Context: an optimization exercise on an open-source flow, tuned for small area. The choices shown serve that exercise and are no tape-out recipe. Only simulation tests tie the RTL to the original design; equivalence was not proved. Power is estimated from default activity; no workload was simulated.

### design.v
`timescale 1ns/1ps
package motorPkg;
    localparam int numPhases = 3;
    localparam int numSteps = 6;
    typedef logic [2:0] stepIdxT;
    typedef logic [11:0] pwmLenT;
    typedef logic [15:0] levelT;
endpackage
module carryChain #(
    parameter int N = 16
) (
    input  logic [N-1:0] g,
    input  logic [N-1:0] p,
    input  logic         cin,
    output logic [N:0]   carry
);
    localparam int NG = (N + 3) / 4;
    logic [NG:0] groupCarry;
    assign groupCarry[0] = cin;
    for (genvar k = 0; k < NG; k++) begin : genGroup
        localparam int LO = 4 * k;
        localparam int HI = (4 * k + 3 < N - 1) ? 4 * k + 3 : N - 1;
        logic groupG;
        logic groupP;
        always_comb begin
            groupG = 1'b0;
            groupP = 1'b1;
            for (int i = LO; i <= HI; i++) begin
                groupG = g[i] | (p[i] & groupG);
                groupP = groupP & p[i];
            end
        end
        assign groupCarry[k+1] = groupG | (groupP & groupCarry[k]);
        assign carry[LO] = groupCarry[k];
        for (genvar i = LO; i < HI; i++) begin : genInner
            assign carry[i+1] = g[i] | (p[i] & carry[i]);
        end
    end
    assign carry[N] = groupCarry[NG];
endmodule
`timescale 1ns/1ps
package regPkg;
    typedef logic [5:0] regAddrT;
    localparam regAddrT ctrlAddr = 6'd0;
    localparam regAddrT stepLenAddr = 6'd1;
    localparam regAddrT levelBase = 6'd16;
    localparam regAddrT levelStride = 6'd8;
    typedef struct packed {
        logic [6:0]     pad;
        logic           enable;
        logic [11:0] pwmMin;
        logic [11:0] pwmLen;
    } ctrlViewT;
    typedef struct packed {
        logic [7:0]  pad;
        logic [23:0] stepLen;
    } stepViewT;
    typedef struct packed {
        logic [15:0]     pad;
        logic [15:0] level;
    } levelViewT;
    typedef union packed {
        ctrlViewT  ctrlView;
        stepViewT  stepView;
        levelViewT levelView;
    } regWordT;
endpackage
`timescale 1ns/1ps
module motorRegs (
    input  logic                clk,
    input  logic                rstN,
    input  logic                regWe,
    input  logic [5:0]          regAddr,
    input  logic [31:0]         regWdata,
    input  logic [2:0]          stepIdx,
    output logic                enable,
    output logic [11:0]         pwmLen,
    output logic [11:0]         pwmMin,
    output logic [23:0]         stepLen,
    output logic [47:0]         levels
);
    logic [15:0] levelTable [3][6];
    logic [31:0] wdata;
    assign wdata = regWdata & {32{rstN}};
    always_ff @(posedge clk) begin
        if (!rstN || (regWe && regAddr == 6'd0)) begin
            pwmLen <= wdata[11:0];
            pwmMin <= wdata[23:12];
            enable <= wdata[24];
        end
    end
    always_ff @(posedge clk) begin
        if (!rstN || (regWe && regAddr == 6'd1)) begin
            stepLen <= wdata[23:0];
        end
    end
    logic [5:0] stepSel;
    assign stepSel[0] = !stepIdx[2] && !stepIdx[1] && !stepIdx[0];
    assign stepSel[1] = !stepIdx[2] && !stepIdx[1] &&  stepIdx[0];
    assign stepSel[2] = !stepIdx[2] &&  stepIdx[1] && !stepIdx[0];
    assign stepSel[3] = !stepIdx[2] &&  stepIdx[1] &&  stepIdx[0];
    assign stepSel[4] =  stepIdx[2] && !stepIdx[0];
    assign stepSel[5] =  stepIdx[2] &&  stepIdx[0];
    for (genvar p = 0; p < 3; p++) begin : genPhase
        for (genvar s = 0; s < 6; s++) begin : genStep
            always_ff @(posedge clk) begin
                if (!rstN || (regWe && regAddr == 6'(16 + 8 * p + s))) begin
                    levelTable[p][s] <= wdata[15:0];
                end
            end
        end
        assign levels[p*16 +: 16] =
              ({16{stepSel[0]}} & levelTable[p][0]) | ({16{stepSel[1]}} & levelTable[p][1])
            | ({16{stepSel[2]}} & levelTable[p][2]) | ({16{stepSel[3]}} & levelTable[p][3])
            | ({16{stepSel[4]}} & levelTable[p][4]) | ({16{stepSel[5]}} & levelTable[p][5]);
    end
endmodule
`timescale 1ns/1ps
module stepSequencer (
    input  logic        clk,
    input  logic        rstN,
    input  logic        enable,
    input  logic [23:0] stepLen,
    output logic [2:0]  stepIdx,
    output logic        stepStart,
    output logic        stepEnd
);
    logic [23:0] countP1;
    logic [23:0] countInc;
    logic [24:0] incCarry;
    logic [24:0] cmpCarry;
    logic        firstCycle;
    assign incCarry[0] = 1'b1;
    for (genvar i = 0; i < 24; i++) begin : genInc
        assign countInc[i] = countP1[i] ^ incCarry[i];
        assign incCarry[i+1] = incCarry[i] & countP1[i];
    end
    carryChain #(.N(24)) cmp0 (
        .g     (countP1 & ~stepLen),
        .p     (countP1 | ~stepLen),
        .cin   (1'b1),
        .carry (cmpCarry)
    );
    assign firstCycle = (countP1 == 24'd1);
    assign stepStart = enable && firstCycle;
    assign stepEnd = enable && !firstCycle && cmpCarry[24];
    always_ff @(posedge clk) begin
        if (!enable || stepEnd) begin
            countP1 <= 24'd1;
        end else begin
            countP1 <= countInc;
        end
    end
    always_ff @(posedge clk) begin
        if (!rstN || !enable) begin
            stepIdx <= '0;
        end else if (stepEnd) begin
            stepIdx <= (stepIdx == 3'd5) ? 3'd0 : stepIdx + 3'd1;
        end
    end
endmodule
`timescale 1ns/1ps
module pwmGenerator (
    input  logic        clk,
    input  logic        rstN,
    input  logic        enable,
    input  logic [11:0] pwmLen,
    input  logic [11:0] pwmMin,
    input  logic        stepEnd,
    input  logic [15:0] level,
    output logic        pwm,
    output logic [15:0] lost
);
    logic [11:0] periodCnt;
    logic [11:0] periodDec;
    logic [12:0] periodBorrow;
    logic        reload;
    logic        reloadQ;
    logic        periodStart;
    logic [11:0] remainder;
    logic [15:0] sum;
    logic [16:0] sumCarry;
    logic [12:0] minCarry;
    logic        loadPulse;
    logic [15:0] pulseCnt;
    logic [15:0] pulseDec;
    logic [16:0] pulseBorrow;
    logic [15:0] balance;
    logic        owed;
    logic [15:0] addend;
    logic [15:0] balanceNext;
    logic [16:0] balanceCarry;
    assign periodBorrow[0] = 1'b1;
    for (genvar i = 0; i < 12; i++) begin : genPeriod
        assign periodDec[i] = periodCnt[i] ^ periodBorrow[i];
        assign periodBorrow[i+1] = periodBorrow[i] & !periodCnt[i];
    end
    assign reload = (periodCnt == 12'd1) || stepEnd || (level == '0) || !enable;
    always_ff @(posedge clk) begin
        reloadQ <= reload;
        periodCnt <= reload ? pwmLen : periodDec;
    end
    assign periodStart = reloadQ && !reload;
    logic [15:0] remWide;
    assign remWide = {4'd0, remainder};
    carryChain #(.N(16)) sumChain (
        .g     (remWide & level),
        .p     (remWide ^ level),
        .cin   (1'b0),
        .carry (sumCarry)
    );
    assign sum = remWide ^ level ^ sumCarry[15:0];
    carryChain #(.N(12)) minChain (
        .g     (sum[11:0] & ~pwmMin),
        .p     (sum[11:0] | ~pwmMin),
        .cin   (1'b1),
        .carry (minCarry)
    );
    assign loadPulse = minCarry[12] || (sum[15:12] != '0);
    always_ff @(posedge clk) begin
        if (!enable || stepEnd || (periodStart && loadPulse)) begin
            remainder <= '0;
        end else if (periodStart) begin
            remainder <= sum[11:0];
        end
    end
    assign pulseBorrow[0] = pwm;
    for (genvar i = 0; i < 16; i++) begin : genPulse
        assign pulseDec[i] = pulseCnt[i] ^ pulseBorrow[i];
        assign pulseBorrow[i+1] = pulseBorrow[i] & !pulseCnt[i];
    end
    assign pwm = (pulseCnt != '0);
    always_ff @(posedge clk) begin
        if (!rstN || !enable) begin
            pulseCnt <= '0;
        end else if (periodStart && loadPulse) begin
            pulseCnt <= sum;
        end else begin
            pulseCnt <= pulseDec;
        end
    end
    assign addend = periodStart ? level : {{15{pwm | owed}}, pwm ^ owed};
    carryChain #(.N(16)) balanceChain (
        .g     (balance & addend),
        .p     (balance ^ addend),
        .cin   (1'b0),
        .carry (balanceCarry)
    );
    assign balanceNext = balance ^ addend ^ balanceCarry[15:0];
    always_ff @(posedge clk) begin
        owed <= periodStart && pwm;
        if (!enable || stepEnd) begin
            balance <= '0;
        end else begin
            balance <= balanceNext;
        end
    end
    always_ff @(posedge clk) begin
        if (!rstN || stepEnd) begin
            lost <= balanceNext & {16{rstN}};
        end
    end
endmodule
`timescale 1ns/1ps
module motorPwmTop (
    input  logic        clk,
    input  logic        rstN,
    input  logic        regWe,
    input  logic [5:0]  regAddr,
    input  logic [31:0] regWdata,
    output logic [2:0]  pwm,
    output logic [2:0]  stepIdx,
    output logic        stepStart,
    output logic        stepEnd,
    output logic [47:0] lost,
    output logic [2:0]  lostValid
);
    logic        enable;
    logic [11:0] pwmLen;
    logic [11:0] pwmMin;
    logic [23:0] stepLen;
    logic [47:0] levels;
    logic        reportValid;
    motorRegs regs0 (
        .clk      (clk),
        .rstN     (rstN),
        .regWe    (regWe),
        .regAddr  (regAddr),
        .regWdata (regWdata),
        .stepIdx  (stepIdx),
        .enable   (enable),
        .pwmLen   (pwmLen),
        .pwmMin   (pwmMin),
        .stepLen  (stepLen),
        .levels   (levels)
    );
    stepSequencer seq0 (
        .clk       (clk),
        .rstN      (rstN),
        .enable    (enable),
        .stepLen   (stepLen),
        .stepIdx   (stepIdx),
        .stepStart (stepStart),
        .stepEnd   (stepEnd)
    );
    always_ff @(posedge clk) begin
        if (!rstN) begin
            reportValid <= 1'b0;
        end else begin
            reportValid <= stepEnd;
        end
    end
    assign lostValid = {3{reportValid}};
    for (genvar p = 0; p < 3; p++) begin : genPhase
        pwmGenerator gen (
            .clk     (clk),
            .rstN    (rstN),
            .enable  (enable),
            .pwmLen  (pwmLen),
            .pwmMin  (pwmMin),
            .stepEnd (stepEnd),
            .level   (levels[p*16 +: 16]),
            .pwm     (pwm[p]),
            .lost    (lost[p*16 +: 16])
        );
    end
endmodule
### flow/run.sh
#!/bin/bash
# Standard layout, with synthesis mapping the logic for area (no full-adder
# extraction, an area-oriented ABC script; registers untouched), small port
# buffers and a clock tree of small buffers without dummy loads.
set -euo pipefail
here=$(pwd)
export MY_ABC_SCRIPT=$here/flow/area.abc
bash standard.sh \
  SYNTH_SCRIPT=$here/flow/mysynth.tcl \
  ADDER_MAP_FILE= \
  "BUFFER_PORTS_ARGS=-buffer_cell sky130_fd_sc_hd__buf_1" \
  "CTS_ARGS=-sink_clustering_enable -repair_clock_nets -dont_use_dummy_load -buf_list {sky130_fd_sc_hd__clkbuf_4} -sink_clustering_size 8 -sink_clustering_max_diameter 50" \
  finish > standard.log 2>&1
### flow/area.abc
&get -n
&st
&dch
&nf -R 1000
&put
topo
dnsize -c
### flow/mysynth.tcl
proc synth {args} { yosys synth -nofsm -noshare {*}$args }
set fh [open $::env(SCRIPTS_DIR)/synth.tcl]
set txt [read $fh]
close $fh
if {[info exists ::env(MY_ABC_SCRIPT)] && $::env(MY_ABC_SCRIPT) ne ""} {
  set txt [string map [list {log_cmd abc {*}$abc_args} {log_cmd abc -script $::env(MY_ABC_SCRIPT) {*}[lrange $abc_args 2 end]}] $txt]
}
eval $txt
# left out here: clear keep_hierarchy, flatten, clean up, hide names made inside functions, write 1_2_yosys.v
### standard.sh
#!/bin/bash
# synth_recipe.tcl (not shown) runs the flow's synth.tcl, then flattens the netlist and writes it again
# the make line also repeats each setting of config.mk as NAME=value (left out here)
make -C /OpenROAD-flow-scripts/flow DESIGN_CONFIG=/design/flow/config.mk WORK_HOME=/design/flow/orfs CLKGATE_MAP_FILE= SYNTH_SCRIPT=/design/flow/synth_recipe.tcl "${@:-finish}"
### config.mk
export PLATFORM = sky130hd
export DESIGN_NAME = motorPwmTop
export DESIGN_NICKNAME = motorPwmTop
export VERILOG_FILES = /design/flow/design.v
export SDC_FILE = /design/flow/constraint.sdc
export NUM_CORES = 4
export LEC_CHECK = 0
export CAP_MARGIN = 0
export CORE_MARGIN = 2
export CORE_UTILIZATION = 70
export GPL_TIMING_DRIVEN = 0
export SLEW_MARGIN = 0
### constraint.sdc
create_clock -name core_clock -period 8.0 [get_ports {clk}]
set_input_delay 1.6000 -clock core_clock [delete_from_list [all_inputs] [get_ports {clk}]]
set_output_delay 1.6000 -clock core_clock [all_outputs]
set_load 0.01 [all_outputs]
==> results.txt, run 1 <==
- Io pins: 100
- Row Count: 68
- Largest net degree at the start of global routing: 49
- Crit. End Element: register
- DRC viols: 0
- Cell count of the worst hold path: 1
- Period utilization: 0.9472
- Ys Warns: 8
- Post-Route WL: 61.53 mm
- Core footprint: 34630 sq um
- Simple-Gate Fraction of Synth Area: 0.1353
- Routed via count: 17730
- Post-synthesis cell area: 24650 sq um
- Syn avg cell area: 12.08 sq um
- DP Area: 26320 sq um
- Post-synth top flop: edfxtp_1
- Kind of critical path: reg2reg
- Port bufs: 92
- GRT Overall Usage: 0.3400
- Worst-case clock buffer depth: 3
- CP max-delay cell: nor3_4
- Post-synthesis compound-gate area fraction: 0.1209
- Vias in the first global route: 17050
- Crit-path max cell delay: 0.75 ns
- Fin crit period: 7.578 ns
- Final WS setup: 0.4221 ns
- Htree depth: 3
- Final ANT Viol Nets: 0
- CTS tree: built
- Hold WS: 0.4937 ns
- RSZ-0062 raised after global routing: false
- Initial core utilization: 0.7117
- Clock Skew: 0.09950 ns
- CP Max Fanout: 24
- Leak: 9.326 nW
- Most frequent CP cell: maj3_1
- Hold Buf Count CTS: 0
- Detail Placement HPWL: 40.16 mm
- Layout Nets: 2300
- Antenna violations before repair: 1
- XOR/XNOR Fraction of Synth Area: 0.07747
- Achievable Freq: 132.0 MHz
- Final setup viols: 0
- Status: complete, no violations
- First-pass iteration count of the detailed router: 9
- Layout Area Growth over Synthesis: 9.788%
- Net count after synthesis: 2082
- CP Cell Sequence: nor3_4 > buf_16 > buf_16 > a222oi_1 > nand2_1 > xor2_1 > a32o_1 > maj3_1 > maj3_1 > maj3_1 > maj3_1 > maj3_1 > a21oi_1 > o21ai_0 > nand2_1 > nand2_1 > maj3_1 > xor2_1 > a221oi_1 > nor2_1 > nor2_2 > buf_8 > nand2b_1 > a211oi_1
- #FFs+latches synth: 587
- First-pass GRT wire length: 94.31 mm
- Pwr dens: 290.1 nW/um^2
- Hold Crit Class: reg2reg
- CP Launch Type: register
- FFs w/ async S/R, synth: 0
- CP required: 8.64 ns
- Final GP Congestion: 0.8513
- Root Driver: clkbuf_4
- Share of cells above drive strength 1: 0.07798
- Synth Area in Adders: 0.02153
- Fin. Hold Viols: 0
- Slew at the pin with the worst max-slew slack: 1.438 ns
- Relative slew slack: 0.04078
- Max Cap Viol: 0
- Synth Instances: 2041
- Pins Over Slew Limit: 0
- DIE WIDTH: 191.6 microns
- DR WL/cell: 22.68 microns
- Top delay family on crit path: adder cells
- Arr. time, crit path: 8.22 ns
- Max VDD drop: 227.6 uV
- Setup WS pre-CTS: -2.776 ns
- Clock slew seen by the registers of the worst setup and hold paths: 0.09 ns
- Post-synthesis mux area share: 0.001777
- WP depth: 24
- Yosys cell types: 52
- DRT iter0 DRCs: 2366
- Number of synthesized flops with an enable pin: 385
- Die area: 36730 sq um
- Post-layout instance area: 27060 sq um
- Routed vias/inst: 6.537
- CTS buffer count: 83
- Sequential area share after synthesis: 0.6332
- Largest family of logic cells by synthesized area: simple AND/OR/NAND/NOR gates
- Number of buffers and inverters on the critical path: 3
- Worst skew pair latency: 0.83 ns
- Final Total Pwr: 7.850 mW
- Die height: 191.6 microns
- Grt ovf: 0
- Reg2Reg Depth: 24
- Clk sinks: 587
## worst reg2reg max path, delay by kind of cell, from the launching register on
family	cells	cell delay [ns]
AOI/OAI and AO/OA	6	1.40
buffers and inverters	3	0.66
adders and majority gates	6	2.42
xor gates and xnor gates	2	0.37
and+or+nand+nor	7	2.12
DFF	1	0.49
## kinds of logic after synthesis
kind of cell,after synthesis
buffers and inverters,59
XOR/XNOR,218
adder cells (fa/ha/maj),53
AND/OR/NAND/NOR,695
multiplexers,4
AO/OA/AOI/OAI,425
flip-flops,587
## state kept, by name, summed over array words and instances, names as in the netlist, 12 cells and up
name / count
genPhase.gen.balance: 48
regs0.pwmMin: 12
seq0.countP1: 24
genPhase.gen.pulseCnt: 48
genPhase.gen.periodCnt: 36
regs0.stepLen: 24
regs0.pwmLen: 12
genPhase.gen.lost: 48
genPhase.gen.remainder: 36
regs0.levelTable: 288
## report_power, final
group          total, mW  switching (mW)  internal, mW
Clock               1.41           0.936         0.477
Sequential          4.02           0.252          3.77
Combinational       2.41            1.42         0.993
## placed cells by master, fill, tap and decap left out, types with 13 or more instances in the layout
master      n
nand2b_1   25
maj3_1     53
xnor2_1   128
o22ai_1    13
nand2_1   137
and2_0     87
a22oi_1    15
a222oi_1   85
clkbuf_4   83
edfxtp_1  385
nor2_1    239
buf_8      22
nand4_1    17
clkinv_1   52
nor3_1     43
o21ai_0    64
a211oi_1   62
o21a_1     26
buf_1      91
o21ai_2    18
a21oi_1    88
nor2b_1    24
dfxtp_1   202
nand3_1    26
xor2_1     90
nor4_1     41
## metal layers
layer  share of wire  track usage  wire length, microns  vias to the layer above
met1            0.40       0.4741                 24580                     8512
met2            0.47       0.5467                 29200                      976
met5               0            0                     0                        -
li1                -            -                     -                     8122
met4           0.027       0.1107                  1636                        0
met3           0.099      0.06139                  6114                      124
## cell usage after synthesis (all sizes together) (4+ instances only)
| cell | number | area share |
|---|---|---|
| o211ai | 9 | 0.0027 |
| nand4 | 17 | 0.0043 |
| a211oi | 62 | 0.019 |
| nor2 | 241 | 0.037 |
| a222oi | 85 | 0.035 |
| o21ai | 83 | 0.017 |
| and3 | 16 | 0.0041 |
| or3 | 7 | 0.0018 |
| nand2b | 28 | 0.0071 |
| maj3 | 53 | 0.022 |
| o22ai | 13 | 0.0033 |
| a21oi | 89 | 0.018 |
| dfxtp | 202 | 0.16 |
| a21boi | 4 | 0.0012 |
| buf | 6 | 0.0018 |
| and2 | 94 | 0.024 |
| o31ai | 6 | 0.0018 |
| o21a | 27 | 0.0082 |
| nor4 | 41 | 0.010 |
| a22oi | 15 | 0.0046 |
| a221oi | 4 | 0.0014 |
| clkinv | 53 | 0.0081 |
| nand3 | 26 | 0.0053 |
| nand2 | 140 | 0.021 |
| a31oi | 8 | 0.0020 |
| nor2b | 25 | 0.0063 |
| xor2 | 90 | 0.032 |
| nor3 | 44 | 0.0089 |
| xnor2 | 128 | 0.045 |
| edfxtp | 385 | 0.47 |
## worst paths after layout
check                                      from                            to  slack (ns)
worst max-delay path            seq0.stepIdx[0]  genPhase[0].gen.remainder[6]        0.42
worst min-delay path            seq0.countP1[0]               seq0.countP1[0]        0.49
worst min register to register  seq0.countP1[0]               seq0.countP1[0]        0.49
worst max register to register  seq0.stepIdx[0]  genPhase[0].gen.remainder[6]        0.42
## through the flow
stage	setup TNS, ns	util	cells
floorplan	0	-	2041
global placement	-299.05	0.7390	2588
detailed placement	-141.51	0.7600	2622
CTS	0	0.7793	2707
global route	0	0.7814	2713
finish	0	0.7814	2713
## cell type report
class | instances | area, sq um
inverter | 53 | 211.5
buffer | 6 | 45.04
timing repair buffer | 130 | 975.9
tap | 455 | 569.3
fill | 2202 | 7570
sequential | 587 | 15610
antenna | 1 | 2.502
clock buffer | 83 | 623.1
multi-input combinational | 1398 | 9026
## what timing repair did
item                                    CTS  global route
cloned                                    2             1
gates resized for setup                  15            11
setup buffers                             0             4
endpoints found under the setup margin  102            25
pin swaps                                 0             2
==> run 2, diff against run 1 <==
--- a/config.mk
+++ b/config.mk
@@ -7,6 +7,6 @@
 export LEC_CHECK = 0
 export CAP_MARGIN = 0
 export CORE_MARGIN = 2
-export CORE_UTILIZATION = 70
+export CORE_UTILIZATION = 60
 export GPL_TIMING_DRIVEN = 0
 export SLEW_MARGIN = 0
==> results.txt, run 2 <==
- Pins Over Slew Limit: 0 (unchanged)
- Cell count of the worst hold path: 1 (unchanged)
- Worst-case clock buffer depth: 3 (unchanged)
- Slew at the pin with the worst max-slew slack: 1.440 ns (+0.002467 ns)
- Max Cap Viol: 0 (unchanged)
- Share of the synthesized area in the top cell type: 0.4691 (unchanged)
- Syn avg cell area: 12.08 sq um (unchanged)
- Hold Buf Count CTS: 0 (unchanged)
- Most numerous cell in the Yosys netlist: edfxtp_1
- Grt ovf: 0 (unchanged)
- Port bufs: 92 (unchanged)
- Sequential area share after synthesis: 0.6332 (unchanged)
- Reg-to-reg endpoint: genPhase[2].gen.remainder[11]
- CTS buffer count: 84 (+1.2%)
- Hold EP: seq0.countP1[0]
- RSZ-0062 raised after global routing: false
- Routed vias/inst: 6.180 (-5.5%)
- Hold path start: seq0.countP1[0]
- Max VDD drop: 155.9 uV (-32%)
- Post-synthesis cell area: 24650 sq um (unchanged)
- CTS tree: built
- CP Cell Sequence: nor3_4 > a222oi_1 > nand2_1 > xor2_1 > a32o_1 > maj3_1 > maj3_1 > maj3_1 > maj3_1 > maj3_1 > and2_0 > nor2_1 > clkinv_1 > maj3_1 > maj3_1 > maj3_1 > maj3_1 > a21oi_1 > o21a_2 > nand2b_2 > nor2_1
- Commonest non-fill, non-tap cell in the layout: edfxtp_1
- Post-synthesis mux area share: 0.001777 (unchanged)
- R2R Path Start: seq0.stepIdx[0]
- Core footprint: 40650 sq um (+17%)
- Kind of critical path: reg2reg
- Row Count: 74 (+8.8%)
- GRT Overall Usage: 0.2854 (-0.05461)
- Status: complete, no violations
- Relative slew slack: 0.03913 (-0.001646)
- Period utilization: 0.9390 (-0.008287)
- Fin crit period: 7.512 ns (-0.06629 ns)
- Setup TNS: 0 ns (unchanged)
- Post-synth top flop: edfxtp_1
- Post-layout instance area: 27160 sq um (+0.39%)
- Clock slew seen by the registers of the worst setup and hold paths: 0.09 ns (about the same)
- Synth top area cells: edfxtp_1 47%, dfxtp_1 16%, xnor2_1 4.5%
- Post-Route WL: 60.87 mm (-1.1%)
- Largest reg by FF count: regs0.levelTable
- Final Total Pwr: 7.840 mW (-0.12%)
- Hold WS: 0.4654 ns (-0.02833 ns)
- Fin. Hold Viols: 0 (unchanged)
- Synth top cells by count: 385 x edfxtp_1, 241 x nor2_1, 202 x dfxtp_1, 140 x nand2_1, 128 x xnor2_1
- Final WS setup: 0.4884 ns (+0.06629 ns)
- Crit-path max cell delay: 0.85 ns (+0.10 ns)
- First-pass iteration count of the detailed router: 8 (-1)
- Net count after synthesis: 2082 (unchanged)
- Pwr dens: 288.6 nW/um^2 (-0.51%)
- Io pins: 100 (unchanged)
- CP Max Fanout: 29 (+21%)
- DRC viols: 0 (unchanged)
- DP Area: 26370 sq um (+0.20%)
- Final setup viols: 0 (unchanged)
- Achievable Freq: 133.1 MHz (+0.88%)
- CP required: 8.62 ns (-0.02 ns)
- Layout Nets: 2306 (+0.26%)
- Htree depth: 3 (unchanged)
- Post-synthesis compound-gate area fraction: 0.1209 (unchanged)
- Largest family of logic cells by synthesized area: simple AND/OR/NAND/NOR gates
- Root Driver: clkbuf_4
- Number of synthesized flops with an enable pin: 385 (unchanged)
- Arr. time, crit path: 8.13 ns (-0.09 ns)
- Fill count: 3081 (+40%)
- First-pass GRT wire length: 91.47 mm (-3.0%)
- Post-Layout Cell Count: 2796 (+3.1%)
- Simple-Gate Fraction of Synth Area: 0.1353 (unchanged)
- Share of cells above drive strength 1: 0.08087 (+0.002886)
- CP max-delay cell: nor3_4
- Most frequent CP cell: maj3_1
- Fin util: 0.6683 (-0.1131)
- Antenna violations before repair: 2 (+1)
- Initial core utilization: 0.6064 (-0.1054)
- FF-to-FF setup slack: 0.49 ns (+0.07 ns)
- Die height: 206.7 microns (+7.8%)
- Largest net degree at the start of global routing: 49 (unchanged)
- Max FFs per register: 288 (unchanged)
- Worst skew pair latency: 0.81 ns (-0.02 ns)
- #FFs+latches synth: 587 (unchanged)
- Routed via count: 17280 (-2.6%)
- Clock Skew: 0.1005 ns (+0.001043 ns)
- Number of buffers and inverters on the critical path: 1 (-2)
- Reg2Reg Depth: 21 (-13%)
- Leak: 9.344 nW (+0.20%)
- Synth Instances: 2041 (unchanged)
- CP Launch Type: register
- XOR/XNOR Fraction of Synth Area: 0.07747 (unchanged)
- FFs w/ async S/R, synth: 0 (unchanged)
- Placed cells: 2699 (+2.9%)
- DIE WIDTH: 206.7 microns (+7.8%)
- Crit. End Element: register
- Clk sinks: 587 (unchanged)
- Synth Area in Adders: 0.02153 (unchanged)
- Multi-input gate area: 9032 sq um (about the same)
- Die area: 42710 sq um (+16%)
- Ys Warns: 8 (unchanged)
- Layout Area Growth over Synthesis: 10.22%
- Register area: 15610 sq um (unchanged)
- Top delay family on crit path: adder cells
- Most frequent cells in the layout: 385 x edfxtp_1, 239 x nor2_1, 202 x dfxtp_1, 137 x nand2_1, 128 x xnor2_1
- Hold Crit Class: reg2reg
- Synth area leader: edfxtp_1
- Final ANT Viol Nets: 0 (unchanged)
- WP depth: 21 (-13%)
- Vias in the first global route: 16290 (-4.5%)
- Yosys cell types: 52 (unchanged)
- DRT iter0 DRCs: 1785 (-25%)
- Setup WS pre-CTS: -2.743 ns (+0.03381 ns)
- Detail Placement HPWL: 39.96 mm (-0.49%)
- DR WL/cell: 21.77 microns (-4.0%)
- Final GP Congestion: 0.8492 (-0.25%)
## run 2: area by class of cell
class	count	area share
flip-flops and latches	587	0.5745
multi-input cells	1399	0.3325
repair buffers	134	0.03597
well taps	532	0.02450
clock buffers	84	0.02321
inverters	53	0.007600
plain buffers	6	0.001658
diodes	1	0.00009212
## run 2: report_power, final
part           internal [mW]  switching [mW]
clock network          0.482           0.943
logic                  0.995            1.40
registers               3.77           0.244
total                   5.25            2.59
## run 2: worst register-to-register path, cell delays in order, from the launching register on
cell,delay (ns)
dfxtp_1,0.51
nor3_4,0.85
a222oi_1,0.17
nand2_1,0.34
xor2_1,0.17
a32o_1,0.33
maj3_1,0.41
maj3_1,0.41
maj3_1,0.40
maj3_1,0.41
maj3_1,0.38
and2_0,0.18
nor2_1,0.11
clkinv_1,0.13
maj3_1,0.35
maj3_1,0.36
maj3_1,0.36
maj3_1,0.36
a21oi_1,0.13
o21a_2,0.50
nand2b_2,0.42
nor2_1,0.08
## run 2: kinds of logic (layout without fill, tap and decap cells)
logic type | after synthesis | in the layout
other | 0 | 1
XOR/XNOR | 218 | 218
adder cells (fa/ha/maj) | 53 | 53
AO/OA/AOI/OAI | 425 | 425
flip-flops | 587 | 587
buffers and inverters | 59 | 277
multiplexers | 4 | 4
AND/OR/NAND/NOR | 695 | 699
## run 2: how the worst max path moves through the flow
stage,start,endpoint,slack [ns]
after global routing,seq0.countP1[0],genPhase[1].gen.lost[15],0.02
after CTS,seq0.countP1[6],genPhase[1].gen.lost[15],0.02
after global placement,seq0.countP1[6],genPhase[1].gen.lost[15],-2.65
final,seq0.stepIdx[0],genPhase[2].gen.remainder[11],0.49
after detailed placement,seq0.countP1[6],genPhase[1].gen.lost[15],-2.74
after floorplan,seq0.stepIdx[0],genPhase[1].gen.remainder[1],0.02
## run 2: routing by layer
metal / routed length [microns] / global-route usage / up-vias
met2: 27970 / 0.4509 / 625
met1: 26660 / 0.4063 / 8388
met5: 0 / 0 / -
li1: - / - / 8149
met4: 1740 / 0.08878 / 0
met3: 4497 / 0.04851 / 116
## run 2: what timing repair did
action,in CTS,in global routing
gates cloned,2,2
setup buffers,0,7
endpoints found under the setup margin,102,37
hold endpoints to repair,0,0
pin swaps,0,3
resized for setup,15,13
==> run 3, diff against run 2 <==
--- a/flow/run.sh
+++ b/flow/run.sh
@@ -9,5 +9,5 @@
   SYNTH_SCRIPT=$here/flow/mysynth.tcl \
   ADDER_MAP_FILE= \
   "BUFFER_PORTS_ARGS=-buffer_cell sky130_fd_sc_hd__buf_1" \
-  "CTS_ARGS=-sink_clustering_enable -repair_clock_nets -dont_use_dummy_load -buf_list {sky130_fd_sc_hd__clkbuf_4} -sink_clustering_size 8 -sink_clustering_max_diameter 50" \
+  "CTS_ARGS=-sink_clustering_enable -repair_clock_nets -dont_use_dummy_load -buf_list {sky130_fd_sc_hd__clkbuf_4} -sink_clustering_size 10 -sink_clustering_max_diameter 40" \
   finish > standard.log 2>&1
==> results.txt, run 3 <==
- RSZ-0062 raised after global routing: true
- Largest net degree at the start of global routing: 49 (unchanged)
- DR WL/cell: 21.89 microns (+0.56%)
- Relative slew slack: 0.05137 (+0.01224)
- Hold Buf Count CTS: 0 (unchanged)
- Max Cap Viol: 0 (unchanged)
- Largest reg by FF count: regs0.levelTable
- Net count after synthesis: 2082 (unchanged)
- Comb pwr share: 0.307 (about the same)
- Die area: 42710 sq um (unchanged)
- Detail Placement HPWL: 39.96 mm (unchanged)
- Final setup viols: 0 (unchanged)
- Number of synthesized flops with an enable pin: 385 (unchanged)
- Status: complete, no violations
- DRC viols: 0 (unchanged)
- Pins Over Slew Limit: 0 (unchanged)
- Post-Route WL: 61.12 mm (+0.42%)
- Synth top cells by count: 385 x edfxtp_1, 241 x nor2_1, 202 x dfxtp_1, 140 x nand2_1, 128 x xnor2_1
- CTS tree: built
- Arr. time, crit path: 8.05 ns (-0.08 ns)
- Routed vias/inst: 6.181 (about the same)
- Crit-path max cell delay: 0.44 ns (-0.41 ns)
- Syn avg cell area: 12.08 sq um (unchanged)
- First-pass GRT wire length: 91.38 mm (about the same)
- Vias in the first global route: 16270 (-0.14%)
- CP Launch Type: register
- Clock slew seen by the registers of the worst setup and hold paths: 0.10 ns (about the same)
- Multi-input gate area: 9037 sq um (about the same)
- Post-layout instance area: 27150 sq um (about the same)
- GRT Overall Usage: 0.2860 (+0.0005965)
- Core footprint: 40650 sq um (unchanged)
- CTS buffer count: 81 (-3.6%)
- DP Area: 26370 sq um (unchanged)
- Htree depth: 3 (unchanged)
- Sequential area share after synthesis: 0.6332 (unchanged)
- Layout Nets: 2302 (-0.17%)
- Crit. End Element: register
- Share of cells above drive strength 1: 0.07924 (-0.001628)
- Sw frac: 0.3300 (-0.0004555)
- Worst skew pair latency: 0.82 ns (about the same)
- Root Driver: clkbuf_4
- Synth area leader: edfxtp_1
- First-pass iteration count of the detailed router: 7 (-1)
- Setup WS pre-CTS: -2.743 ns (unchanged)
- Pwr dens: 287.6 nW/um^2 (-0.34%)
- Row Count: 74 (unchanged)
- Reg2Reg Depth: 31 (+48%)
- Synth top area cells: edfxtp_1 47%, dfxtp_1 16%, xnor2_1 4.5%
- DIE WIDTH: 206.7 microns (unchanged)
- Power share of the clock group: 0.179 (-0.003)
- Initial core utilization: 0.6064 (unchanged)
- Final WS setup: 0.4605 ns (-0.02787 ns)
- Routed via count: 17260 (-0.13%)
- Io pins: 100 (unchanged)
- Die height: 206.7 microns (unchanged)
- Yosys cell types: 52 (unchanged)
- FFs w/ async S/R, synth: 0 (unchanged)
- Synth Instances: 2041 (unchanged)
- #FFs+latches synth: 587 (unchanged)
- Hold Crit Class: reg2reg
- DRT iter0 DRCs: 1850 (+3.6%)
- Layout Area Growth over Synthesis: 10.17% (about the same)
- CP Max Fanout: 31 (+6.9%)
- Setup TNS: 0 ns (unchanged)
- Fin crit period: 7.540 ns (+0.02787 ns)
- Worst-case clock buffer depth: 3 (unchanged)
- Cell count of the worst hold path: 1 (unchanged)
- Slew at the pin with the worst max-slew slack: 1.422 ns (-0.01835 ns)
- Sequential power share: 0.514 (+0.002)
- Antenna violations before repair: 2 (unchanged)
- Share of the synthesized area in the top cell type: 0.4691 (unchanged)
- CP max-delay cell: and3_4
- Final ANT Viol Nets: 0 (unchanged)
- Clock Skew: 0.09795 ns (-0.002589 ns)
- Commonest non-fill, non-tap cell in the layout: edfxtp_1
- Hold WS: 0.4701 ns (+0.004756 ns)
- Kind of critical path: reg2reg
- Most numerous cell in the Yosys netlist: edfxtp_1
- Final GP Congestion: 0.8492 (unchanged)
- Clk sinks: 587 (unchanged)
- Achievable Freq: 132.6 MHz (-0.37%)
- Max VDD drop: 148.1 uV (-5.0%)
- Period utilization: 0.9424 (+0.003484)
- Ys Warns: 8 (unchanged)
- Fin. Hold Viols: 0 (unchanged)
- Port bufs: 92 (unchanged)
- Total internal power: 5.233 mW (-0.32%)
- Leak: 9.328 nW (-0.18%)
- Register area: 15610 sq um (unchanged)
- Psw: 2.577 mW (-0.53%)
- Max FFs per register: 288 (unchanged)
- Post-synth top flop: edfxtp_1
- Most frequent cells in the layout: 385 x edfxtp_1, 239 x nor2_1, 202 x dfxtp_1, 137 x nand2_1, 128 x xnor2_1
- CP required: 8.51 ns (-0.11 ns)
- Fill count: 3071 (-0.32%)
- Grt ovf: 0 (unchanged)
- Post-synthesis cell area: 24650 sq um (unchanged)
- Most frequent CP cell: maj3_1
- Final Total Pwr: 7.810 mW (-0.39%)
-- run 3: cell counts after synthesis --
No cell type changed its count.
-- run 3: through the flow --
stage          std cells    util
6_report            2792  0.6680
5_1_grt             2792  0.6680
4_1_cts             2782  0.6649
3_5_place_dp        2699  0.6488
3_3_place_gp        2665  0.6319
2_1_floorplan       2041       -
-- run 3: kinds of logic (layout without fill, tap and decap cells) --
group / count (synthesis) / in the layout / synth area share
buffers and inverters: 59 / 273 / 0.009899
xor gates and xnor gates: 218 / 218 / 0.07747
DFF: 587 / 587 / 0.6332
muxes: 4 / 4 / 0.001777
and+or+nand+nor: 695 / 699 / 0.1353
other: 0 / 1 / 0
AOI/OAI and AO/OA: 425 / 425 / 0.1209
adders and majority gates: 53 / 53 / 0.02153
-- run 3: area by class of cell --
cell class	count	share of cell area
Antenna cell	1	0.00009216
Buffer	6	0.001659
Clock buffer	81	0.02240
Inverter	53	0.007603
Multi-Input combinational cell	1399	0.3328
Sequential cell	587	0.5747
Tap cell	532	0.02451
Timing Repair Buffer	133	0.03617
-- run 3: routing by layer --
layer	GRT usage	part of all wire	vias to the layer above
li1	-	-	8135
met1	0.4039	0.44	8363
met3	0.05086	0.074	113
met5	0	0	-
met2	0.4504	0.46	645
met4	0.09617	0.029	0
-- run 3: worst paths after layout --
kind                    from                        to  slack [ns]
max          seq0.countP1[0]  genPhase[1].gen.lost[15]        0.46
min          seq0.countP1[0]           seq0.countP1[0]        0.47
max reg2reg  seq0.countP1[0]  genPhase[1].gen.lost[15]        0.46
min reg2reg  seq0.countP1[0]           seq0.countP1[0]        0.47
-- run 3: worst max-delay path: cells and delay by family (launching register included) --
family	cells	cell delay, ns
buffers and inverters	1	0.33
adder cells (fa/ha/maj)	6	2.41
AO/OA/AOI/OAI	9	1.35
flip-flops	1	0.37
XOR/XNOR	1	0.16
AND/OR/NAND/NOR	14	2.58
-- run 3: timing repair --
item                                    in CTS  in global routing
cloned                                       2                  2
buffers inserted                             0                  6
endpoints found under the setup margin     102                 38
resized for setup                           16                 12
endpoints found under the hold margin        0                  0
pin swaps                                    0                  3
-- run 3: power groups by stage --
stage | clock (mW) | sequential, mW | combinational, mW
after global placement | 0 | 4.07 | 2.31
final | 1.40 | 4.02 | 2.40
after detailed placement | 0 | 4.08 | 2.38
after CTS | 1.43 | 4.02 | 2.40
after floorplan | 0 | 4.09 | 1.77
after global routing | 1.54 | 4.07 | 2.69
==> run 4, diff against run 3 <==
--- a/flow/run.sh
+++ b/flow/run.sh
@@ -9,5 +9,5 @@
   SYNTH_SCRIPT=$here/flow/mysynth.tcl \
   ADDER_MAP_FILE= \
   "BUFFER_PORTS_ARGS=-buffer_cell sky130_fd_sc_hd__buf_1" \
-  "CTS_ARGS=-sink_clustering_enable -repair_clock_nets -dont_use_dummy_load -buf_list {sky130_fd_sc_hd__clkbuf_4} -sink_clustering_size 10 -sink_clustering_max_diameter 40" \
+  "CTS_ARGS=-sink_clustering_enable -repair_clock_nets -dont_use_dummy_load -buf_list {sky130_fd_sc_hd__clkbuf_2} -sink_clustering_size 5 -sink_clustering_max_diameter 40" \
   finish > standard.log 2>&1
==> results.txt, run 4 <==
- Status: complete, no violations
- Kind of critical path: reg2reg
- Layout Area Growth over Synthesis: 10.50%
- Sequential power share: 0.508 (-0.006)
- Psw: 2.690 mW (+4.4%)
- Largest net degree at the start of global routing: 49 (unchanged)
- Antenna violations before repair: 2 (unchanged)
- Initial core utilization: 0.6064 (unchanged)
- Fin util: 0.6700 (+0.002001)
- Crit. End Element: register
- Most numerous cell in the Yosys netlist: edfxtp_1
- Leak: 9.533 nW (+2.2%)
- Reg2Reg Depth: 31 (unchanged)
- Crit-path max cell delay: 0.44 ns (about the same)
- Largest reg by FF count: regs0.levelTable
- Synth area leader: edfxtp_1
- Reg-to-reg endpoint: genPhase[1].gen.lost[15]
- Final setup viols: 0 (unchanged)
- Period utilization: 0.9436 (+0.001160)
- Row Count: 74 (unchanged)
- Hold EP: seq0.countP1[0]
- Pins Over Slew Limit: 0 (unchanged)
- Number of buffers and inverters on the critical path: 1 (unchanged)
- Io pins: 100 (unchanged)
- Layout Nets: 2360 (+2.5%)
- Core footprint: 40650 sq um (unchanged)
- Synth Instances: 2041 (unchanged)
- CTS tree: built
- Port bufs: 92 (unchanged)
- Root Driver: clkbuf_2
- FFs w/ async S/R, synth: 0 (unchanged)
- Hold Buf Count CTS: 0 (unchanged)
- Grt ovf: 0 (unchanged)
- Cell count of the worst hold path: 1 (unchanged)
- Post-Route WL: 61.35 mm (+0.37%)
- CP Launch Type: register
- Net count after synthesis: 2082 (unchanged)
- Vias in the first global route: 16850 (+3.6%)
- Routed via count: 17470 (+1.2%)
- Hold path start: seq0.countP1[0]
- Most frequent cells in the layout: 385 x edfxtp_1, 239 x nor2_1, 202 x dfxtp_1, 137 x nand2_1, 137 x clkbuf_2
- Final ANT Viol Nets: 0 (unchanged)
- DIE WIDTH: 206.7 microns (unchanged)
- Comb pwr share: 0.304 (-0.003)
- Relative slew slack: 0.04114 (-0.01023)
- Clock slew seen by the registers of the worst setup and hold paths: 0.09 ns (about the same)
- Top delay family on crit path: simple AND/OR/NAND/NOR gates
- DRC viols: 0 (unchanged)
- First-pass GRT wire length: 92.57 mm (+1.3%)
- CTS buffer count: 137 (+69%)
- Yosys cell types: 52 (unchanged)
- Htree depth: 4 (+1)
- Commonest non-fill, non-tap cell in the layout: edfxtp_1
- Routed vias/inst: 6.123 (-0.93%)
- Share of the synthesized area in the top cell type: 0.4691 (unchanged)
- Share of cells above drive strength 1: 0.1019 (+0.02262)
- Post-layout instance area: 27230 sq um (+0.30%)
- Most frequent CP cell: maj3_1
- Die area: 42710 sq um (unchanged)
- First-pass iteration count of the detailed router: 8 (+1)
- Total internal power: 5.213 mW (-0.38%)
- CP required: 8.93 ns (+0.42 ns)
- Fin. Hold Viols: 0 (unchanged)
- Post-synth top flop: edfxtp_1
- #FFs+latches synth: 587 (unchanged)
- Pwr dens: 290.2 nW/um^2 (+0.89%)
- Sequential area share after synthesis: 0.6332 (unchanged)
- Clk sinks: 587 (unchanged)
- Clock Skew: 0.1276 ns (+0.02962 ns)
- Synth top cells by count: 385 x edfxtp_1, 241 x nor2_1, 202 x dfxtp_1, 140 x nand2_1, 128 x xnor2_1
- Sw frac: 0.3404 (+0.01040)
- Post-synthesis cell area: 24650 sq um (unchanged)
- Hold Crit Class: reg2reg
- Power share of the clock group: 0.188 (+0.009)
- Synth top area cells: edfxtp_1 47%, dfxtp_1 16%, xnor2_1 4.5%
- Worst-case clock buffer depth: 3 (unchanged)
- Fin crit period: 7.549 ns (+0.009283 ns)
- R2R Path Start: seq0.countP1[0]
- Number of synthesized flops with an enable pin: 385 (unchanged)
- CP Max Fanout: 31 (unchanged)
- FF-to-FF setup slack: 0.45 ns (about the same)
- Slew at the pin with the worst max-slew slack: 1.437 ns (+0.01534 ns)
- Achievable Freq: 132.5 MHz (-0.12%)
- Max Cap Viol: 0 (unchanged)
- GRT Overall Usage: 0.2922 (+0.006143)
- Ys Warns: 8 (unchanged)
- Die height: 206.7 microns (unchanged)
- DRT iter0 DRCs: 1719 (-7.1%)
- Syn avg cell area: 12.08 sq um (unchanged)
- Setup TNS: 0 ns (unchanged)
- CP max-delay cell: and3_4
- Detail Placement HPWL: 39.96 mm (unchanged)
- DP Area: 26370 sq um (unchanged)
- Max VDD drop: 142.0 uV (-4.1%)
- Arr. time, crit path: 8.48 ns (+0.43 ns)
- Final GP Congestion: 0.8492 (unchanged)
- Max FFs per register: 288 (unchanged)
- Worst skew pair latency: 1.30 ns (+0.48 ns)
- DR WL/cell: 21.50 microns (-1.8%)
- Worst Setup SP: seq0.countP1[0]
==> run 4: layout make-up <==
| class | count | area [sq um] |
|---|---|---|
| Fill cell | 3100 | 13410 |
| Tap cell | 532 | 665.6 |
| Sequential cell | 587 | 15610 |
| Clock buffer | 137 | 685.7 |
| Antenna cell | 4 | 10.01 |
| Multi-Input combinational cell | 1398 | 9024 |
| Timing Repair Buffer | 136 | 992.2 |
| Inverter | 53 | 206.4 |
| Buffer | 6 | 45.04 |
==> run 4: what timing repair did <==
item | in CTS | in global routing
gates resized for setup | 15 | 12
pin swaps | 0 | 2
cloned | 2 | 1
setup buffers | 0 | 9
endpoints found under the hold margin | 0 | 0
setup endpoints to repair | 102 | 38
==> run 4: worst max-delay path by stage <==
stage | slack [ns] | depth (start not counted) | endpoint
2_1_floorplan | 0.02 | 20 | genPhase[1].gen.remainder[1]
3_3_place_gp | -2.65 | 30 | genPhase[1].gen.lost[15]
3_5_place_dp | -2.74 | 30 | genPhase[1].gen.lost[15]
4_1_cts | 0.08 | 29 | genPhase[1].gen.lost[15]
5_1_grt | -0.009 | 23 | genPhase[1].gen.remainder[5]
6_report | 0.45 | 31 | genPhase[1].gen.lost[15]
==> run 4: logic make-up after synthesis <==
kind of cell    count (synthesis)  share of synthesized area
simple gates                  695                     0.1353
flops                         587                     0.6332
compound gates                425                     0.1209
xor+xnor                      218                    0.07747
buf+inv                        59                   0.009899
fa+ha+maj                      53                    0.02153
mux                             4                   0.001777
==> run 4: routing by layer <==
| metal | wire (microns) | track usage | up-vias | share of wire |
|---|---|---|---|---|
| met5 | 0 | 0 | - | 0 |
| met4 | 1634 | 0.1253 | 0 | 0.027 |
| met3 | 4798 | 0.06609 | 95 | 0.078 |
| met2 | 28370 | 0.4513 | 676 | 0.46 |
| met1 | 26550 | 0.3997 | 8449 | 0.43 |
| li1 | - | - | 8249 | - |
==> run 4: power groups by stage <==
stage,Clock [mW],Combinational [mW],Sequential [mW]
finish,1.48,2.40,4.02
global route,1.66,2.69,4.07
CTS,1.53,2.40,4.02
detailed placement,0,2.38,4.08
global placement,0,2.31,4.07
floorplan,0,1.77,4.09
==> run 4: through the flow <==
stage	setup slack (ns)	power (mW)	hold slack, ns	cells
after detailed placement	-2.743	6.461	0.4351	2699
final	0.4512	7.903	0.4636	2853
after global routing	-0.009189	8.414	0.4901	2852
after CTS	0.07863	7.945	0.4646	2838
after floorplan	0.01578	5.862	0.4058	2041
after global placement	-2.652	6.377	0.4335	2665

-- afterwards: timing with drivers on the ports --
Ports are ideal in the flow. The routed layouts listed here were re-timed in OpenROAD.
Step 1, drivers: a clkbuf_16 drives clk and a buf_2 each remaining input, both assumed.
Step 2 also shifts input and output timing later by t, the mid clock arrival at the registers, as if the neighbouring blocks saw the same clock.
Three values: ideal, step 1, step 2; two values: the first two.
run | t, ns | slack for setup (ns) | worst setup path after step 2 | worst data-port slew with drivers (ns) | pins driven straight from the clock port
run 1 | 0.831 | 0.422 / 0.422 / 0.422 | register to register | 0.03 | 1
run 2 | 0.808 | 0.488 / 0.488 / 0.488 | register to register | 0.04 | 1
run 3 | 0.821 | 0.460 / 0.460 / 0.460 | register to register | 0.04 | 1
run 4 | 1.284 | 0.451 / 0.451 / 0.451 | register to register | 0.04 | 1
After both steps setup and hold are still met in every run listed.
